What follows belongs to an exercise in optimizing a design on an open flow for small area, a short achievable clock period and few clock cycles per item; a production flow would make more cautious choices. Function was checked by simulation only, so behaviour that the tests miss may differ from the original. Power figures rest on the tool's default switching activity, not on a simulated workload.

## gf2_split_mul
module gf2_split_mul (
	input  wire         clk,
	input  wire         rst,
	input  wire         in_valid,
	output logic        in_ready,
	input  wire  [47:0] a,
	input  wire  [47:0] b,
	output logic        out_valid,
	input  wire         out_ready,
	output logic [95:0] c
);
For scale: roughly 2,700 cells after synthesis, about 120 flip-flops, ~200 I/O pins.
==> flow/config.mk <==
export PLATFORM = sky130hd
export DESIGN_NAME = gf2_split_mul
export DESIGN_NICKNAME = gf2_split_mul
export VERILOG_FILES = /design/flow/design.v
export SDC_FILE = /design/flow/constraint.sdc
export NUM_CORES = 4
export LEC_CHECK = 0
export CAP_MARGIN = 20
export CORE_MARGIN = 2
export CORE_UTILIZATION = 60
export PLACE_DENSITY = 0.8
export SETUP_SLACK_MARGIN = 2.0
export SLEW_MARGIN = 20
export TNS_END_PERCENT = 0
==> flow/constraint.sdc <==
create_clock -name core_clock -period 5.0 [get_ports {clk}]
set_input_delay 1.0000 -clock core_clock [delete_from_list [all_inputs] [get_ports {clk}]]
set_output_delay 1.0000 -clock core_clock [all_outputs]
set_load 0.01 [all_outputs]
standard.sh (not shown) runs the stock make flow with config.mk's settings and CLKGATE_MAP_FILE= SYNTH_SCRIPT=/design/flow/synth_recipe.tcl, a recipe that flattens the netlist after the stock synthesis.
==> flow/flow/run.sh <==
#!/bin/bash
# Own layout flow: the standard flow (standard.sh) with the standard
# synthesis unchanged, then the layout steps with the delay cells
# (clkdlybuf4s*, dlygate*, dlymetal*) on the don't-use list, so that the
# port buffers and the timing repair use plain buffers instead.
set -euo pipefail
W=$(pwd)
bash standard.sh synth > "$W/flow_synth.log" 2>&1
DELAY_CELLS=""
for c in clkdlybuf4s15_1 clkdlybuf4s15_2 clkdlybuf4s18_1 clkdlybuf4s18_2 \
	clkdlybuf4s25_1 clkdlybuf4s25_2 clkdlybuf4s50_1 clkdlybuf4s50_2 \
	dlygate4sd1_1 dlygate4sd2_1 dlygate4sd3_1 \
	dlymetal6s2s_1 dlymetal6s4s_1 dlymetal6s6s_1; do
	DELAY_CELLS="$DELAY_CELLS sky130_fd_sc_hd__$c"
done
export DONT_USE_CELLS="${DELAY_CELLS# }"
bash standard.sh > "$W/flow_layout.log" 2>&1
The baseline ran to the end with no violations.
Testbench counts at the start, summed over its fixed seeds: cycles 2,056, items 2,048.
Edit:
==> flow/run.sh (new file) <==
#!/bin/bash
# synth_recipe.tcl (not shown) runs the flow's synth.tcl, then flattens the netlist and writes it again
# the make line also repeats each setting of config.mk as NAME=value (left out here)
make -C /OpenROAD-flow-scripts/flow DESIGN_CONFIG=/design/flow/config.mk WORK_HOME=/design/flow/orfs CLKGATE_MAP_FILE= SYNTH_SCRIPT=/design/flow/synth_recipe.tcl finish
- CORE_UTILIZATION: 60 -> 70
- PLACE_DENSITY: 0.8 -> default
- SETUP_SLACK_MARGIN: 2.0 -> 2.2
removed: flow/flow/run.sh
removed: flow/standard.sh
After rerunning: This time the run did not get past clock tree synthesis (4_1_cts); synthesized area is unchanged; synthesized cell count is unchanged.
Edit:
- CORE_UTILIZATION: 70 -> 60
- PLACE_DENSITY: default -> 0.8
- SETUP_SLACK_MARGIN: 2.2 -> 2.0
This time the run finished clean.
Synthesized cell count stays the same.
Area after synthesis stays the same.
Edit:
==> flow/flow/run.sh (new file) <==
#!/bin/bash
# Own layout flow: the standard flow (standard.sh) with the standard
# synthesis unchanged, then the layout steps with the delay cells
# (clkdlybuf4s*, dlygate*, dlymetal*) added to the don't-use list, so that
# the port buffers and the timing repair use plain buffers instead.
set -euo pipefail
W=$(pwd)
bash standard.sh synth > "$W/flow_synth.log" 2>&1
DELAY_CELLS=""
for c in clkdlybuf4s15_1 clkdlybuf4s15_2 clkdlybuf4s18_1 clkdlybuf4s18_2 \
	clkdlybuf4s25_1 clkdlybuf4s25_2 clkdlybuf4s50_1 clkdlybuf4s50_2 \
	dlygate4sd1_1 dlygate4sd2_1 dlygate4sd3_1 \
	dlymetal6s2s_1 dlymetal6s4s_1 dlymetal6s6s_1; do
	DELAY_CELLS="$DELAY_CELLS sky130_fd_sc_hd__$c"
done
# The design config is read before the platform's, whose list is added to this one.
{ cat "$W/config.mk"; echo "export DONT_USE_CELLS =$DELAY_CELLS"; } > "$W/own_config.mk"
sed "s|DESIGN_CONFIG=[^ ]*|DESIGN_CONFIG=$W/own_config.mk|" "$W/standard.sh" > "$W/own_standard.sh"
grep -q "DESIGN_CONFIG=$W/own_config.mk" "$W/own_standard.sh"
bash "$W/own_standard.sh" > "$W/flow_layout.log" 2>&1
==> flow/standard.sh (new file) <==
#!/bin/bash
# synth_recipe.tcl (not shown) runs the flow's synth.tcl, then flattens the netlist and writes it again
# the make line also repeats each setting of config.mk as NAME=value (left out here)
make -C /OpenROAD-flow-scripts/flow DESIGN_CONFIG=/design/flow/config.mk WORK_HOME=/design/flow/orfs CLKGATE_MAP_FILE= SYNTH_SCRIPT=/design/flow/synth_recipe.tcl "${@:-finish}"
removed: flow/run.sh
Effect:
- fmax grows by a few percent
- cell area came out lower slightly
- sequential cell count does not change
- power falls by a few percent
- sequential power stays flat
- die area is unchanged
- hold slack degrades by 0.093 ns
- area after synthesis is unchanged
- clock skew came out lower by 0.0060 ns
- cell count drops slightly

separate check: timing with driven ports:
The flow's constraints put no driver on any port. The routed layouts listed below were extracted and timed again, unchanged, in two steps.
Step 1 (the two cells are an assumption about what drives the block):
set clk [get_ports {clk}]
set_driving_cell -lib_cell sky130_fd_sc_hd__clkbuf_16 $clk
set_driving_cell -lib_cell sky130_fd_sc_hd__buf_2 [delete_from_list [all_inputs] $clk]
Step 2 moves the port delays by t, midway between the first and last clock arrival at a register: inputs arrive t later, outputs are due t later. That takes back most of the time a late clock gives input paths.
Three values: ideal, step 1, step 2; two values: the first two.
run | t (ns) | slack for setup (ns) | hold slack, ns | worst slew at a driven data input, ns | cell pins on the clock port's net
the first run | 0.480 | 1.606 / 1.635 / 1.154 | 0.816 / 0.816 / 0.816 | 0.05 | 1
the third run | 0.480 | 1.606 / 1.635 / 1.154 | 0.816 / 0.816 / 0.816 | 0.05 | 1
the fourth run | 0.473 | 1.774 / 1.803 / 1.330 | 0.724 / 0.697 / 0.997 | 0.05 | 1
After both steps every run listed still meets setup and hold.
